What follows belongs to an exercise in optimizing a design on an open flow for small area, a short achievable clock period and few clock cycles; a production flow would make more cautious choices.
Where RTL was checked, it was by simulation tests only, not by an equivalence proof against the original.

## raster_top
module raster_top (
    input  logic                clk_i,
    input  logic                nrst_i,
    input  raster_pkg::addr_t   s_awaddr_i,
    input  logic                s_awvalid_i,
    output logic                s_awready_o,
    input  logic [31:0]         s_wdata_i,
    input  logic                s_wvalid_i,
    output logic                s_wready_o,
    output logic                s_bvalid_o,
    input  logic                s_bready_i,
    input  raster_pkg::addr_t   s_araddr_i,
    input  logic                s_arvalid_i,
    output logic                s_arready_o,
    output logic [31:0]         s_rdata_o,
    output logic                s_rvalid_o,
    input  logic                s_rready_i
);
    function automatic logic [47:0] rca48(input logic [47:0] a, input logic [47:0] b, input logic ci);
        logic c;
        c = ci;
        for (int i = 0; i < 48; i++) begin
            rca48[i] = a[i] ^ b[i] ^ c;
            c = (a[i] & b[i]) | (a[i] & c) | (b[i] & c);
        end
    endfunction
    function automatic logic [32:0] rca33(input logic [32:0] a, input logic [32:0] b, input logic ci);
        logic c;
        c = ci;
        for (int i = 0; i < 33; i++) begin
            rca33[i] = a[i] ^ b[i] ^ c;
            c = (a[i] & b[i]) | (a[i] & c) | (b[i] & c);
        end
    endfunction
    function automatic logic [31:0] rca32(input logic [31:0] a, input logic [31:0] b, input logic ci);
        logic c;
        c = ci;
        for (int i = 0; i < 32; i++) begin
            rca32[i] = a[i] ^ b[i] ^ c;
            c = (a[i] & b[i]) | (a[i] & c) | (b[i] & c);
        end
    endfunction
    function automatic logic [16:0] rca17(input logic [16:0] a, input logic [16:0] b, input logic ci);
        logic c;
        c = ci;
        for (int i = 0; i < 17; i++) begin
            rca17[i] = a[i] ^ b[i] ^ c;
            c = (a[i] & b[i]) | (a[i] & c) | (b[i] & c);
        end
  ...
For scale: about 770 flip-flops, roughly 61000 um2 of cells after synthesis.
Settings: LEC_CHECK=0, ABC_AREA=1, ABC_CLOCK_PERIOD_IN_PS=40000, CAP_MARGIN=20, CELL_PAD_IN_SITES_DETAIL_PLACEMENT=1, CELL_PAD_IN_SITES_GLOBAL_PLACEMENT=2, CORE_MARGIN=2, CORE_UTILIZATION=35, CTS_CLUSTER_DIAMETER=150, CTS_CLUSTER_SIZE=16, GPL_ROUTABILITY_DRIVEN=1, SLEW_MARGIN=20; clock period 220.0 ns.
standard.sh (not shown) runs the stock make flow with config.mk's settings and CLKGATE_MAP_FILE= SYNTH_SCRIPT=/design/flow/synth_recipe.tcl, a recipe that flattens the netlist after the stock synthesis.
==> flow/flow/run.sh <==
#!/bin/bash
# Own flow: the standard layout (standard.sh, unchanged synthesis) with
# two changes: port buffers are buf_2 instead of the default delay buffer,
# and the timing repair steps improve every path whose slack is below the
# margin, so the paths from the inputs and to the outputs get sized too.
set -o pipefail
export BUFFER_PORTS_ARGS="-buffer_cell sky130_fd_sc_hd__buf_2"
export SETUP_SLACK_MARGIN=174.6
bash standard.sh > standard.log 2>&1
Testbench counts at the start, summed over its fixed seeds: cycles 33,452.
==> next run, changes <==
CORE_UTILIZATION = 45   (was 35)
What happened: Synthesized area does not change. Routed wire length drops by about 8%. Hold slack got worse by 3.6 ps. Clock-buffer cell count came out higher by 1. Critical path depth rose by 6.
==> next run, changes <==
CELL_PAD_IN_SITES_DETAIL_PLACEMENT = 0   (was 1)
CELL_PAD_IN_SITES_GLOBAL_PLACEMENT = 0   (was 2)
CORE_UTILIZATION = 35   (was 45)
CTS_CLUSTER_SIZE = 20   (was 16)
=> Clock-buffer cell count shrinks by 27; cell area grows by 0.48%; final cell count grows by 5.7%; global-route usage shrinks by 12 points; setup slack improved by 64 ps; sequential share of layout area shrinks by 0.16 points; via count shrinks by 0.81%; non-clock buffer count grows by 3; die area grows by 28%.
==> next run, changes <==
--- a/flow/flow/run.sh
+++ b/flow/flow/run.sh
@@ -5,5 +5,5 @@
 # margin, so the paths from the inputs and to the outputs get sized too.
 set -o pipefail
-export BUFFER_PORTS_ARGS="-buffer_cell sky130_fd_sc_hd__buf_2"
+export BUFFER_PORTS_ARGS="-buffer_cell sky130_fd_sc_hd__buf_4"
 export SETUP_SLACK_MARGIN=174.6
 bash standard.sh > standard.log 2>&1
CELL_PAD_IN_SITES_DETAIL_PLACEMENT = 1   (was 0)
CELL_PAD_IN_SITES_GLOBAL_PLACEMENT = 2   (was 0)
CTS_CLUSTER_SIZE = 16   (was 20)
Outcome: Maximum frequency stays flat; clock-buffer cell count increases by 27; sequential cell count stays the same; design area increases by about 1%.

---

run 1:
raster_top, a different RTL version from the one above (not shown whole).
Size in the first run: roughly 6900 cells after synthesis, roughly 720 flip-flops, about 88 I/O pins.
Settings: LEC_CHECK=0, ABC_AREA=1, ABC_CLOCK_PERIOD_IN_PS=40000, CAP_MARGIN=20, CELL_PAD_IN_SITES_DETAIL_PLACEMENT=1, CELL_PAD_IN_SITES_GLOBAL_PLACEMENT=2, CORE_MARGIN=2, CORE_UTILIZATION=35, CTS_CLUSTER_DIAMETER=150, CTS_CLUSTER_SIZE=16, GPL_ROUTABILITY_DRIVEN=1, SLEW_MARGIN=20; clock period 220.0 ns.
==> flow/flow/run.sh <==
#!/bin/bash
# Own flow: the standard layout (standard.sh, unchanged synthesis) with
# two changes: port buffers are buf_2 instead of the default delay buffer,
# and the timing repair steps improve every path whose slack is below the
# margin, so the paths from the inputs and to the outputs get sized too.
set -o pipefail
export BUFFER_PORTS_ARGS="-buffer_cell sky130_fd_sc_hd__buf_2"
export SETUP_SLACK_MARGIN=174.8
bash standard.sh > standard.log 2>&1
For run 2, these inputs were changed with respect to run 1:
Settings: a change of CTS_CLUSTER_SIZE from 16 to 20; a change of CTS_CLUSTER_DIAMETER from 150 to 100.
## What came out
Comparing run 1 with run 2, the met3 routing resource usage after global routing came out essentially unchanged. Total length of routed met3 wires: run 2 vs run 1 down about 1.8%. Per the comparison of run 2 with run 1, clock edge transition at the registers on the reported setup and hold paths held, wire length has remained practically unchanged. Between run 2 and run 1, the difference in global routing usage on met2 is negligible. For first-pass GRT wire length, run 1 and run 2 come out practically identical. ~same post-layout instance count excluding filler cells in run 2 and run 1. Critical path capture point: s_rdata_o[5] -> run 1, s_rdata_o[6] -> run 2. On hold slack, run 2 and run 1 are basically level. Status: portion of the clock cycle consumed by the worst path in the final layout parity (run 1, run 2).
The following lists how run 3 was set up differently from run 2:
Settings: CTS_CLUSTER_SIZE: 20 -> 24; CTS_CLUSTER_DIAMETER: 100 -> 150.
## What came out
Final cycle utilization of the critical path of run 2 is on par with run 3. Run 2 → run 3: post-route minimum period dropped 0.065 ns; clock-cell share of area lower. Going from run 2 to run 3, count of placed standard cells in the final layout, fillers left out shows a reduction of about 0.35%, detailed-route vias per instance closely matched the old numbers.
No run of this note included a check of the RTL's function; only the layout flow was run.

---

Another version of the RTL of raster_top (not shown whole).
Size in the first run: about 770 flip-flops, about 88 I/O pins, about 0.061 mm² of cells after synthesis.
clock: 220.0 ns
lec_check: 0
abc_area: 1
abc_clock_period_in_ps: 40000
cap_margin: 20
cell_pad_in_sites_detail_placement: 1
cell_pad_in_sites_global_placement: 2
core_margin: 2
core_utilization: 35
cts_cluster_diameter: 150
cts_cluster_size: 16
gpl_routability_driven: 1
slew_margin: 20
==> flow/flow/run.sh <==
#!/bin/bash
# Own flow: the standard layout (standard.sh, unchanged synthesis) with
# two changes: port buffers are buf_2 instead of the default delay buffer,
# and the timing repair steps improve every path whose slack is below the
# margin, so the paths from the inputs and to the outputs get sized too.
set -o pipefail
export BUFFER_PORTS_ARGS="-buffer_cell sky130_fd_sc_hd__buf_2"
export SETUP_SLACK_MARGIN=175.0
export MATCH_CELL_FOOTPRINT=0
bash standard.sh > standard.log 2>&1
The baseline passed the timing, design-rule and antenna checks.
Testbench counts at the start, summed over its fixed seeds: cycles 33,684.
Rerun with:
--- a/flow/flow/run.sh
+++ b/flow/flow/run.sh
@@ -6,5 +6,4 @@
 set -o pipefail
 export BUFFER_PORTS_ARGS="-buffer_cell sky130_fd_sc_hd__buf_2"
-export SETUP_SLACK_MARGIN=175.0
-export MATCH_CELL_FOOTPRINT=0
+export SETUP_SLACK_MARGIN=174.8
 bash standard.sh > standard.log 2>&1
Settings changed: CTS_CLUSTER_DIAMETER 150 to unset, CTS_CLUSTER_SIZE 16 to unset.
=> The new run completed with no timing, DRC or antenna violations; worst hold slack got worse by 0.014 ns; sequential share of layout area went down by 0.72 points; count of clock-buffer cells in the layout came out higher by 29; wire length barely changes; cell area goes up by 2.3%; non-clock buffer count climbs by 11; flip-flop and latch count stays the same; critical path depth stays the same; worst setup slack got worse by 0.25 ns.
Rerun with:
Settings changed: CAP_MARGIN 20 to 0, CTS_CLUSTER_DIAMETER set to 150, CTS_CLUSTER_SIZE set to 16, SLEW_MARGIN 20 to 0.
=> The changed run finished clean; routed wire length barely changes; register-to-register slack is worse by 0.17 ns; die area does not change; worst setup slack gets worse by 0.040 ns; critical path depth does not change; utilization went down by 0.99 points.
Rerun with:
--- a/flow/flow/run.sh
+++ b/flow/flow/run.sh
@@ -6,4 +6,5 @@
 set -o pipefail
 export BUFFER_PORTS_ARGS="-buffer_cell sky130_fd_sc_hd__buf_2"
-export SETUP_SLACK_MARGIN=174.8
+export SETUP_SLACK_MARGIN=174.6
+export MATCH_CELL_FOOTPRINT=0
 bash standard.sh > standard.log 2>&1
Settings changed: CAP_MARGIN 0 to 20, SLEW_MARGIN 0 to 20.
=> Cell area is about the same; clock skew hardly moves; routed wire length goes up by 0.64%; via count is higher by 0.65%; sequential share of layout area hardly moves; area after synthesis does not change; register-to-register slack loses 0.21 ns; global-route usage rises by 0.17 points; critical path depth is unchanged.

---

raster_top with an RTL version that a note above also has.
Size in the first run: about 770 flip-flops, roughly 88 I/O pins, about 61,000 um2 of cells after synthesis.
Design raster_top, start of the top module:
module raster_top (
    input  logic                clk_i,
    input  logic                nrst_i,
    input  raster_pkg::addr_t   s_awaddr_i,
    input  logic                s_awvalid_i,
    output logic                s_awready_o,
    input  logic [31:0]         s_wdata_i,
    input  logic                s_wvalid_i,
    output logic                s_wready_o,
    output logic                s_bvalid_o,
    input  logic                s_bready_i,
    input  raster_pkg::addr_t   s_araddr_i,
    input  logic                s_arvalid_i,
    output logic                s_arready_o,
    output logic [31:0]         s_rdata_o,
    output logic                s_rvalid_o,
    input  logic                s_rready_i
);
clock: 220.0 ns
lec_check: 0
abc_area: 1
abc_clock_period_in_ps: 40000
cap_margin: 20
cell_pad_in_sites_detail_placement: 1
cell_pad_in_sites_global_placement: 2
core_margin: 2
core_utilization: 35
cts_cluster_diameter: 150
cts_cluster_size: 20
gpl_routability_driven: 0
slew_margin: 20
==> flow/flow/run.sh <==
#!/bin/bash
# Own flow: the standard layout (standard.sh, unchanged synthesis) with
# two changes: port buffers are buf_2 instead of the default delay buffer,
# and the timing repair steps improve every path whose slack is below the
# margin, so the paths from the inputs and to the outputs get sized too.
set -o pipefail
export BUFFER_PORTS_ARGS="-buffer_cell sky130_fd_sc_hd__buf_2"
export SETUP_SLACK_MARGIN=174.6
bash standard.sh > standard.log 2>&1
The baseline finished with timing, DRC and antenna clean.
Testbench counts at the start, summed over its fixed seeds: cycles 33,452.
Change:
GPL_ROUTABILITY_DRIVEN = 1   (was 0)
Effect:
- The changed run passed the timing, design-rule and antenna checks
- final cell count is about the same
- utilization is about the same
- die area stays the same

---

JK:
raster_top with an RTL version that a note above also has.
For scale: roughly 7300 cells after synthesis, about 770 flip-flops, roughly 88 I/O pins, ~0.061 mm2 of cells after synthesis.
// raster_top
module raster_top (
    input  logic                clk_i,
    input  logic                nrst_i,
    input  raster_pkg::addr_t   s_awaddr_i,
    input  logic                s_awvalid_i,
    output logic                s_awready_o,
    input  logic [31:0]         s_wdata_i,
    input  logic                s_wvalid_i,
    output logic                s_wready_o,
    output logic                s_bvalid_o,
    input  logic                s_bready_i,
    input  raster_pkg::addr_t   s_araddr_i,
    input  logic                s_arvalid_i,
    output logic                s_arready_o,
    output logic [31:0]         s_rdata_o,
    output logic                s_rvalid_o,
    input  logic                s_rready_i
);
export LEC_CHECK = 0
export ABC_AREA = 1
export ABC_CLOCK_PERIOD_IN_PS = 40000
export CAP_MARGIN = 20
export CELL_PAD_IN_SITES_DETAIL_PLACEMENT = 1
export CELL_PAD_IN_SITES_GLOBAL_PLACEMENT = 2
export CORE_MARGIN = 2
export CORE_UTILIZATION = 35
export CTS_CLUSTER_DIAMETER = 150
export CTS_CLUSTER_SIZE = 16
export GPL_ROUTABILITY_DRIVEN = 1
export SLEW_MARGIN = 20
create_clock -name core_clock -period 220.0 [get_ports {clk_i}]
==> flow/flow/run.sh <==
#!/bin/bash
# Own flow: the standard layout (standard.sh, unchanged synthesis) with
# two changes: port buffers are buf_2 instead of the default delay buffer,
# and the timing repair steps improve every path whose slack is below the
# margin, so the paths from the inputs and to the outputs get sized too.
set -o pipefail
export BUFFER_PORTS_ARGS="-buffer_cell sky130_fd_sc_hd__buf_2"
export SETUP_SLACK_MARGIN=174.8
bash standard.sh > standard.log 2>&1
Every stage of the flow completed for JK, and the final layout passed the timing, design-rule and antenna checks.
Testbench counts of JK, summed over its fixed seeds: cycles 33,684.
The following lists how MS was set up differently from JK:
- GPL_TIMING_DRIVEN now 0, previously not set
[summary]
Between MS and JK, cell area reported after detailed placement is higher for MS, JK comes in under that.
Sequential share of cell area: MS vs JK down 0.33 points
Taking JK as the reference, in MS growth of design area from synthesis to finish picked up an extra 1.1 points; aggregate routed wire length picked up an extra 44000 um.
Here is what was changed in the inputs of AL compared with MS.
- removing GPL_TIMING_DRIVEN (formerly 0)
- changing CTS_CLUSTER_SIZE from 16 to 20
Findings:
- Taking AL over MS, the total CTS buffers ratio works out to 0.836.
- Relative to MS, AL degrades worst hold-check slack.
- Compared with MS, cell depth of the worst flop-to-flop path in AL increased slightly.
- NOTE number of resized instances in the post-cts repair step MS->AL increased by more than 10%
- Per the comparison of AL with MS, total standard cell area after synthesis level, number of global-route vias before repair moved down, synthesized cell count level.
- AL: done, clean on timing, DRC and antenna
--- input diff AL..TR ---
- CTS_CLUSTER_SIZE now 16, was 20
diff --git a/flow/flow/run.sh b/flow/flow/run.sh
--- a/flow/flow/run.sh
+++ b/flow/flow/run.sh
@@ -7,3 +7,3 @@
 export BUFFER_PORTS_ARGS="-buffer_cell sky130_fd_sc_hd__buf_2"
-export SETUP_SLACK_MARGIN=174.8
+export SETUP_SLACK_MARGIN=174.6
 bash standard.sh > standard.log 2>&1
Findings:
- TR finished end to end and its layout was clean on timing, DRC and antenna.
- Looking at slew at the pin closest to its max-slew limit across AL and TR, the one that comes out lower is AL.
- Setup slack, AL and TR: higher on AL

-- static timing again, ports no longer ideal --
Ports are ideal in the flow. The routed layouts listed here were re-timed in OpenROAD.
Step 1 (the two cells are an assumption about what drives the block):
set clk [get_ports {clk_i}]
set_driving_cell -lib_cell sky130_fd_sc_hd__clkbuf_16 $clk
set_driving_cell -lib_cell sky130_fd_sc_hd__buf_2 [delete_from_list [all_inputs] $clk]
Step 2 times the ports against the registers' clock, not the clock port: input delays grow and output delays shrink by t, the midpoint of the rising clock arrivals with the driver on.
a / b / c = ideal ports / drivers / drivers and shift; a / b = the first two.
| run | t (ns) | setup WS [ns] | slew at the worst register clock pin (ns) | pins driven straight from the clock port |
|---|---|---|---|---|
| the first run of note 1 | 0.846 | 174.521 / 174.428 / 173.914 | 0.10 / 0.10 | 1 |
| the second run of note 1 | 0.803 | 174.554 / 174.519 / 173.808 | 0.09 / 0.09 | 1 |
| the third run of note 1 | 0.788 | 174.618 / 174.655 / 173.877 | 0.11 / 0.11 | 1 |
| the fourth run of note 1 | 0.820 | 174.563 / 174.474 / 173.884 | 0.10 / 0.10 | 1 |
| run 1 | 0.800 | 174.470 / 174.385 / 173.933 | 0.10 / 0.10 | 1 |
| run 2 | 0.826 | 174.487 / 174.399 / 173.914 | 0.11 / 0.11 | 1 |
| run 3 | 0.764 | 174.552 / 174.470 / 173.937 | 0.12 / 0.12 | 1 |
| the first run of note 3 | 0.838 | 174.651 / 174.558 / 174.261 | 0.10 / 0.10 | 1 |
| the second run of note 3 | 0.845 | 174.406 / 174.320 / 174.030 | 0.07 / 0.07 | 1 |
| the third run of note 3 | 0.857 | 174.366 / 174.282 / 174.050 | 0.10 / 0.10 | 1 |
| the fourth run of note 3 | 0.833 | 174.405 / 174.312 / 173.925 | 0.10 / 0.10 | 1 |
| the first run of note 4 | 0.781 | 174.609 / 174.517 / 173.916 | 0.11 / 0.11 | 1 |
| the second run of note 4 | 0.778 | 174.551 / 174.467 / 173.890 | 0.11 / 0.11 | 1 |
| JK | 0.853 | 174.386 / 174.293 / 173.989 | 0.10 / 0.10 | 1 |
| MS | 0.836 | 174.457 / 174.368 / 174.011 | 0.10 / 0.10 | 1 |
| AL | 0.834 | 174.426 / 174.334 / 174.058 | 0.11 / 0.11 | 1 |
| TR | 0.833 | 174.405 / 174.312 / 173.925 | 0.10 / 0.10 | 1 |
After both steps every run listed still meets setup and hold. The setup slack of the second run of note 1, which loses most, moves by -0.035 ns with the drivers and by -0.746 ns with both steps.
